Source: an optimization exercise on an open RTL-to-GDS flow (aim: small area, a short achievable clock period and few clock cycles per item). Production flows keep margins and buffers that such runs may drop.
Function was checked by simulation only, so behaviour that the tests miss may differ from the original.
Power and IR drop assume default switching activity.

--- design/flow/run.sh ---
#!/bin/bash
# synth_recipe.tcl (not shown) runs the flow's synth.tcl, then flattens the netlist and writes it again
# the make line also repeats each setting of config.mk as NAME=value (left out here)
make -C /OpenROAD-flow-scripts/flow DESIGN_CONFIG=/design/flow/config.mk WORK_HOME=/design/flow/orfs CLKGATE_MAP_FILE= SYNTH_SCRIPT=/design/flow/synth_recipe.tcl finish
--- design/flow/config.mk ---
export PLATFORM = sky130hd
export DESIGN_NAME = linear_key_value_table
export DESIGN_NICKNAME = linear_key_value_table
export VERILOG_FILES = /design/flow/design.v
export SDC_FILE = /design/flow/constraint.sdc
export NUM_CORES = 4
export LEC_CHECK = 0
export CAP_MARGIN = 20
export CELL_PAD_IN_SITES_DETAIL_PLACEMENT = 2
export CELL_PAD_IN_SITES_GLOBAL_PLACEMENT = 2
export CORE_MARGIN = 2
export CORE_UTILIZATION = 28
export PLACE_DENSITY = 0.35
export SLEW_MARGIN = 20
--- design/flow/constraint.sdc ---
create_clock -name core_clock -period 8.0 [get_ports {clk}]
set_input_delay 1.6000 -clock core_clock [delete_from_list [all_inputs] [get_ports {clk}]]
set_output_delay 1.6000 -clock core_clock [all_outputs]
set_load 0.01 [all_outputs]
--- design/flow/design.v ---
package lkv_pkg;
    localparam int WORD_W   = 32;
    localparam int OPCODE_W = 2;
    localparam int STATUS_W = 3;
    localparam int FILL_W   = 7;
    typedef logic [WORD_W-1:0]   word_t;
    typedef logic [OPCODE_W-1:0] opcode_t;
    typedef logic [STATUS_W-1:0] status_t;
    typedef logic [FILL_W-1:0]   fill_t;
    localparam opcode_t OP_INSERT = 2'd0;
    localparam opcode_t OP_LOOKUP = 2'd1;
    localparam opcode_t OP_REMOVE = 2'd2;
    localparam status_t ST_INSERTED    = 3'd0;
    localparam status_t ST_UPDATED     = 3'd1;
    localparam status_t ST_FULL        = 3'd2;
    localparam status_t ST_HIT         = 3'd3;
    localparam status_t ST_MISS        = 3'd4;
    localparam status_t ST_REMOVED     = 3'd5;
    localparam status_t ST_REMOVE_MISS = 3'd6;
    typedef struct packed {
        opcode_t opcode;
        word_t   key;
        word_t   value;
    } cmd_t;
    typedef struct packed {
        status_t status;
        word_t   value_out;
        word_t   any_key;
        logic    is_empty;
        fill_t   fill_count;
    } rsp_t;
    typedef struct packed {
        logic capture;   
        logic ins;       
        logic upd;       
        logic rem;       
    } cell_ctrl_t;
endpackage
module lkv_cell #(
    parameter int KEY_WIDTH   = 32,
    parameter int VALUE_WIDTH = 32
) (
    input  logic                   clk,
    input  logic                   rst_n,
    input  lkv_pkg::cell_ctrl_t    ctrl,
    input  logic                   occ,
    input  logic [KEY_WIDTH-1:0]   key_cmp,
    input  logic [VALUE_WIDTH-1:0] value_in,
    input  logic [KEY_WIDTH-1:0]   up_key,
    input  logic [VALUE_WIDTH-1:0] up_value,
    input  logic [KEY_WIDTH-1:0]   below_key,
    input  logic [VALUE_WIDTH-1:0] below_value,
    input  logic                   below_match,
    input  logic [KEY_WIDTH-1:0]   head_key,
    input  logic [VALUE_WIDTH-1:0] head_value,
    output logic [KEY_WIDTH-1:0]   key,
    output logic [VALUE_WIDTH-1:0] value,
    output logic [KEY_WIDTH-1:0]   key_next,
    output logic                   match,
    output logic [VALUE_WIDTH-1:0] hit_value
);
    logic [KEY_WIDTH-1:0]   key_reg;
    logic [VALUE_WIDTH-1:0] value_reg;
    logic [VALUE_WIDTH-1:0] value_next;
    logic                   match_reg;
    always_comb
    begin
        key_next   = key_reg;
        value_next = value_reg;
        if (ctrl.ins)
        begin
            key_next   = up_key;
            value_next = up_value;
        end
        else if (ctrl.rem)
        begin
            if (below_match)
            begin
                key_next   = head_key;
                value_next = head_value;
            end
            else
            begin
                key_next   = below_key;
                value_next = below_value;
            end
        end
        else if (ctrl.upd && match_reg)
        begin
            value_next = value_in;
        end
    end
    always_ff @(posedge clk)
    begin
        key_reg   <= key_next;
        value_reg <= value_next;
    end
    always_ff @(posedge clk or negedge rst_n)
    begin
        if (!rst_n)
        begin
            match_reg <= 1'b0;
        end
        else if (ctrl.capture)
        begin
            match_reg <= occ && (key_reg == key_cmp);
        end
    end
    assign key       = key_reg;
    assign value     = value_reg;
    assign match     = match_reg;
    assign hit_value = match_reg ? value_reg : '0;
endmodule
module linear_key_value_table #(
    parameter int DEPTH       = 32,
    parameter int KEY_WIDTH   = 32,
    parameter int VALUE_WIDTH = 32
) (
    input  logic          clk,
    input  logic          rst_n,
    input  logic          start,
    output logic          busy,
    input  logic [1:0]    cmd_opcode,
    input  logic [31:0]   cmd_key,
    input  logic [31:0]   cmd_value,
    output logic          rsp_valid,
    output logic [2:0]    rsp_status,
    output logic [31:0]   rsp_value,
    output logic [31:0]   rsp_any_key,
    output logic          rsp_is_empty,
    output logic [6:0]    rsp_fill_count
);
    lkv_pkg::cmd_t cmd;
    lkv_pkg::rsp_t rsp;
    assign cmd.opcode = cmd_opcode;
    assign cmd.key    = cmd_key;
    assign cmd.value  = cmd_value;
    assign rsp_status     = rsp.status;
    assign rsp_value      = rsp.value_out;
    assign rsp_any_key    = rsp.any_key;
    assign rsp_is_empty   = rsp.is_empty;
    assign rsp_fill_count = rsp.fill_count;
    localparam int CNT_W = $clog2(DEPTH + 1);
    localparam logic ST_IDLE = 1'b0;
    localparam logic ST_EXEC = 1'b1;
    logic               state_reg;
    logic               state_next;
    logic [CNT_W-1:0]   count_reg;
    logic [CNT_W-1:0]   count_next;
    lkv_pkg::cmd_t      cmd_reg;
    lkv_pkg::rsp_t      rsp_reg;
    lkv_pkg::rsp_t      rsp_next;
    logic               rsp_valid_reg;
    lkv_pkg::cell_ctrl_t ctrl;
    logic               accept;
    logic [KEY_WIDTH-1:0]   cell_key      [DEPTH];
    logic [VALUE_WIDTH-1:0] cell_value    [DEPTH];
    logic [KEY_WIDTH-1:0]   cell_key_next [DEPTH];
    logic [VALUE_WIDTH-1:0] cell_hit      [DEPTH];
    logic [KEY_WIDTH-1:0]   up_key        [DEPTH];
    logic [VALUE_WIDTH-1:0] up_value      [DEPTH];
    logic [KEY_WIDTH-1:0]   below_key     [DEPTH];
    logic [VALUE_WIDTH-1:0] below_value   [DEPTH];
    logic [DEPTH-1:0]       below_match;
    logic [DEPTH-1:0]       match_vec;
    logic [DEPTH-1:0]       occ;
    logic [KEY_WIDTH-1:0]   key_cmp;
    logic [KEY_WIDTH-1:0]   key_op;
    logic [VALUE_WIDTH-1:0] value_op;
    logic [VALUE_WIDTH-1:0] hit_value;
    logic                   any_match;
    assign accept   = start && (state_reg == ST_IDLE);
    assign busy     = (state_reg != ST_IDLE);
    assign key_cmp  = KEY_WIDTH'(cmd.key);
    assign key_op   = KEY_WIDTH'(cmd_reg.key);
    assign value_op = VALUE_WIDTH'(cmd_reg.value);
    for (genvar i = 0; i < DEPTH; i++)
    begin : g_cell
        assign occ[i] = (count_reg > CNT_W'(i));
        if (i == 0)
        begin : g_head
            assign up_key[i]   = key_op;
            assign up_value[i] = value_op;
        end
        else
        begin : g_mid
            assign up_key[i]   = cell_key[i-1];
            assign up_value[i] = cell_value[i-1];
        end
        if (i == DEPTH - 1)
        begin : g_tail
            assign below_key[i]   = '0;
            assign below_value[i] = '0;
            assign below_match[i] = 1'b0;
        end
        else
        begin : g_link
            assign below_key[i]   = cell_key[i+1];
            assign below_value[i] = cell_value[i+1];
            assign below_match[i] = match_vec[i+1];
        end
        lkv_cell #(
            .KEY_WIDTH   (KEY_WIDTH),
            .VALUE_WIDTH (VALUE_WIDTH)
        ) u_cell (
            .clk         (clk),
            .rst_n       (rst_n),
            .ctrl        (ctrl),
            .occ         (occ[i]),
            .key_cmp     (key_cmp),
            .value_in    (value_op),
            .up_key      (up_key[i]),
            .up_value    (up_value[i]),
            .below_key   (below_key[i]),
            .below_value (below_value[i]),
            .below_match (below_match[i]),
            .head_key    (cell_key[0]),
            .head_value  (cell_value[0]),
            .key         (cell_key[i]),
            .value       (cell_value[i]),
            .key_next    (cell_key_next[i]),
            .match       (match_vec[i]),
            .hit_value   (cell_hit[i])
        );
    end
    always_comb
    begin
        hit_value = '0;
        for (int j = 0; j < DEPTH; j++)
        begin
            hit_value = hit_value | cell_hit[j];
        end
    end
    assign any_match = |match_vec;
    always_comb
    begin
        ctrl           = '0;
        ctrl.capture   = accept;
        state_next     = state_reg;
        count_next     = count_reg;
        rsp_next       = rsp_reg;
        case (state_reg)
            ST_IDLE:
            begin
                if (accept)
                begin
                    state_next = ST_EXEC;
                end
            end
            ST_EXEC:
            begin
                state_next         = ST_IDLE;
                rsp_next.value_out = '0;
                case (cmd_reg.opcode)
                    lkv_pkg::OP_INSERT:
                    begin
                        if (any_match)
                        begin
                            ctrl.upd        = 1'b1;
                            rsp_next.status = lkv_pkg::ST_UPDATED;
                        end
                        else if (count_reg < CNT_W'(DEPTH))
                        begin
                            ctrl.ins        = 1'b1;
                            count_next      = count_reg + CNT_W'(1);
                            rsp_next.status = lkv_pkg::ST_INSERTED;
                        end
                        else
                        begin
                            rsp_next.status = lkv_pkg::ST_FULL;
                        end
                    end
                    lkv_pkg::OP_REMOVE:
                    begin
                        if (any_match)
                        begin
                            ctrl.rem        = 1'b1;
                            count_next      = count_reg - CNT_W'(1);
                            rsp_next.status = lkv_pkg::ST_REMOVED;
                        end
                        else
                        begin
                            rsp_next.status = lkv_pkg::ST_REMOVE_MISS;
                        end
                    end
                    default:
                    begin
                        if (any_match)
                        begin
                            rsp_next.status    = lkv_pkg::ST_HIT;
                            rsp_next.value_out = lkv_pkg::word_t'(hit_value);
                        end
                        else
                        begin
                            rsp_next.status = lkv_pkg::ST_MISS;
                        end
                    end
                endcase
                rsp_next.any_key    = (count_next == '0) ? '0
                                      : lkv_pkg::word_t'(cell_key_next[0]);
                rsp_next.is_empty   = (count_next == '0);
                rsp_next.fill_count = lkv_pkg::fill_t'(count_next);
            end
            default:
            begin
                state_next = ST_IDLE;
            end
        endcase
    end
    always_ff @(posedge clk or negedge rst_n)
    begin
        if (!rst_n)
        begin
            state_reg     <= ST_IDLE;
            count_reg     <= '0;
            rsp_valid_reg <= 1'b0;
        end
        else
        begin
            state_reg     <= state_next;
            count_reg     <= count_next;
            rsp_valid_reg <= (state_reg == ST_EXEC);
        end
    end
    always_ff @(posedge clk)
    begin
        if (accept)
        begin
            cmd_reg <= cmd;
        end
        rsp_reg <= rsp_next;
    end
    assign rsp_valid = rsp_valid_reg;
    assign rsp       = rsp_reg;
endmodule
==> results.sh <==
export IMPL_synth_compound_area_frac=0.157
export IMPL_synth_adder_area_share=0.000386
export IMPL_grt_pass1_vias=105000
export IMPL_reg2reg_to="g_cell[16].u_cell.value_reg[3]"
export IMPL_synthTopCellsByCount="edfxtp_1 (2156), nand2_1 (1054), a221o_1 (993), mux2_2 (935), mux2i_1 (928)"
export IMPL_cellPowerDensity_nw_per_um2=225
export IMPL_arrival_ps=6670
export IMPL_grt_ovfl_total=0
export IMPL_area_delta_synth_final_pct=12.7
export IMPL_crit_fanout=77
export IMPL_r2r_slack_ps=2060
export IMPL_drc=0
export IMPL_status="finished clean"
export IMPL_worst_ep_required_time_ps=8730
export IMPL_ir_worst_vdd_v=0.000181
export IMPL_critPathKind="reg -> reg"
export IMPL_viasPerCell=5.97
export IMPL_hold_start="cmd_reg[60]"
export IMPL_grt_max_degree=181
export IMPL_postCtsSetupBuffers=0
export IMPL_yosysWarnings=14
export IMPL_finalCritPeriodShare=0.743
export IMPL_nets=10400
export IMPL_synth_xor_xnor_area_share=0.0677
export IMPL_gp_congestion=0.798
export IMPL_clkTransAtPathRegs_ps=60
export IMPL_yosys_area_share_simple=0.0611
export IMPL_synth_top_area_cell="edfxtp_1"
export IMPL_hold_ws_ps=486
export IMPL_cp_start_kind="flop"
export IMPL_io_pin_count=146
export IMPL_fillers=48100
export IMPL_die_area_um2=469000
export IMPL_p_total_mw=32.9
export IMPL_top_layer="met5"
export IMPL_crit_chain="nor4_2 -> nand4_1 -> nor2_1 -> inv_2 -> and3_4 -> buf_4 -> buf_4 -> buf_4 -> a221o_1"
export IMPL_cts_resized_gates=0
export IMPL_max_stage_delay_ps=970
export IMPL_cts_root_buffer="clkbuf_16"
export IMPL_path_common_cell="buf_4"
export IMPL_cp_end_kind="flop"
export IMPL_tightest_slew_ps=1220
export IMPL_cts_max_path_buffers=4
export IMPL_postLayoutCoreUtil=0.317
export IMPL_hold_path_end="g_cell[0].u_cell.key_reg[28]"
export IMPL_synthCells=10800
export IMPL_dr_wl_met2_um=357000
export IMPL_clock_skew_ps=56.7
export IMPL_synth_top_family_by_area="compound AO/OA/AOI/OAI gates"
export IMPL_maxSlewViolCount=0
export IMPL_min_path_cells=1
export IMPL_syn_mean_instance_area_um2=12.0
export IMPL_synthesis_area_um2=130000
export IMPL_rsz0062_at_grt="false"
export IMPL_cts_tree="yes"
export IMPL_maxCapViolations=0
export IMPL_ys_ff_latch=2228
export IMPL_place_hpwl_um=458000
export IMPL_setup_slack_ps=2060
export IMPL_cts_sinks=2228
export IMPL_drt_met1_wl_um=315000
export IMPL_postCtsHoldBufs=0
export IMPL_start_util=0.282
export IMPL_reg2reg_depth=9
export IMPL_synth_top_area_share=0.499
export IMPL_antenna_left=0
export IMPL_tns_ps=0
export IMPL_muxShareOfSynthArea=0.155
export IMPL_async_flop_share=0.0180
export IMPL_final_layout_size_suffix_gt1_frac=0.181
export IMPL_clock_fmax_mhz=168
export IMPL_power_leakage_nw=44.3
export IMPL_synth_edf_count=2156
export IMPL_period_needed_ps=5940
export IMPL_setup_viol=0
export IMPL_htreeDepth=5
export IMPL_grt_pass1_wl_um=980000
export IMPL_relSlewSlack=0.179
export IMPL_via_count=99900
export IMPL_antenna_found_initial=33
export IMPL_cts_made_buffers=308
export IMPL_wl_per_cell_um=43.4
export IMPL_die_w_um=685
export IMPL_yosys_top_cells_area="edfxtp_1 (50%), mux2_2 (8.1%), a221o_1 (7.7%)"
export IMPL_portBuffers=144
export IMPL_drt_wl_total_um=727000
export IMPL_critPathTopFamily="simple AND/OR/NAND/NOR gates"
export IMPL_hold_class="reg -> reg"
export IMPL_hold_violations=0
export IMPL_dr_wl_met3_um=29900
export IMPL_dieHeight_um=685
export IMPL_slowest_stage="nor4_2"
export IMPL_post_place_ws_ps=2080
export IMPL_core_area_um2=461000
export IMPL_worst_path_stages=9
export IMPL_insertion_delay_ps=990
export IMPL_grt_util_all_layers=0.300
export IMPL_rr_startpoint="g_cell[31].u_cell.match_reg"
export IMPL_drt_iter0_drc=9647
export IMPL_syn_nets=10800
export IMPL_ys_flop_type="edfxtp_1"
export IMPL_path_buf_inv=4
export IMPL_synth_most_common_cell="edfxtp_1"
export IMPL_synth_cell_types=69
export IMPL_ys_seq_area_frac=0.512
export IMPL_dr_pass1_iters=5
export IMPL_rows=249
[cell families after synthesis]
kind of cell               count (synthesis)
AOI/OAI and AO/OA                       2656
DFF                                     2228
muxes                                   1888
and+or+nand+nor                         1723
buffers and inverters                   1273
xor gates and xnor gates                1002
adders and majority gates                  4
other                                      1
[power by group]
group	internal, mW	leakage [nW]	switching (mW)
registers	13.4	20.4	0.496
logic	1.32	19.3	3.93
clock network	7.72	4.67	6.04
[worst max-delay path by stage]
stage | start | endpoint | slack, ps
3_3_place_gp | cmd_key[2] | g_cell[27].u_cell.match_reg | 1890
6_report | g_cell[31].u_cell.match_reg | g_cell[16].u_cell.value_reg[3] | 2060
3_5_place_dp | g_cell[31].u_cell.match_reg | g_cell[19].u_cell.value_reg[3] | 2080
5_1_grt | g_cell[31].u_cell.match_reg | g_cell[19].u_cell.value_reg[3] | 1970
4_1_cts | g_cell[31].u_cell.match_reg | g_cell[19].u_cell.value_reg[3] | 2110
2_1_floorplan | state_reg | g_cell[17].u_cell.value_reg[0] | 210
[layout make-up]
class,count,area (um^2),share of cell area
multi-input combinational,7274,57700,0.395
tap,6149,7690,0.0526
timing repair buffer,501,4650,0.0318
clock inverter,146,1070,0.00731
antenna,14,35.0,0.000240
clock buffer,404,8420,0.0576
inverter,30,118,0.000804
sequential,2228,66500,0.455
[cells in the final DEF, fill, tap and decap left out, drive strengths merged, types with 240 or more instances in the layout]
cell / Yosys / final
edfxtp: 2156 / 2156
nand2: 1054 / 1054
a221o: 993 / 993
o21ai: 962 / 962
mux2: 960 / 960
mux2i: 928 / 928
xor2: 555 / 555
xnor2: 447 / 447
clkbuf: 693 / 404
buf: 550 / 390
a22oi: 258 / 258
nand4: 240 / 240
[metal layers]
metal,track usage,vias up
li1,-,41200
met1,0.395,54700
met2,0.517,3122
met3,0.0297,949
met4,0.0932,8
met5,0,-
[stage by stage]
| stage | instance area [um^2] | instances |
|---|---|---|
| after detailed placement | 137000 | 16200 |
| after global routing | 146000 | 16700 |
| after global placement | 136000 | 16200 |
| after CTS | 146000 | 16700 |
| after floorplan | 130000 | 10800 |
| final | 146000 | 16700 |
Testbench counts, summed over its fixed seeds: cycles 32,000, items 16,000.

-- port drivers added, routing unchanged --
The results above use ideal ports. As a check the final layout listed here was re-extracted and re-timed, cells and wires unchanged.
Step 1, drivers: a clkbuf_16 drives clk and a buf_2 each remaining input, both assumed.
Step 2, shift: input delay + t, output delay - t, t = (earliest + latest rising clock arrival at the registers) / 2. This alone moves slack from input paths to output paths.
a / b / c = ideal ports / drivers / drivers and shift; a / b = the first two.
t, ns: 1.075
setup WS [ns]: 2.058 / 2.058 / 2.058
hold WS [ns]: 0.486 / 0.427 / 0.486
worst data-port slew with drivers (ns): 0.07
cell pins on the clock port's net: 1
After both steps this run still meets setup and hold. For this run, drivers alone change the setup slack by 0.000 ns; drivers and shift together by 0.000 ns.
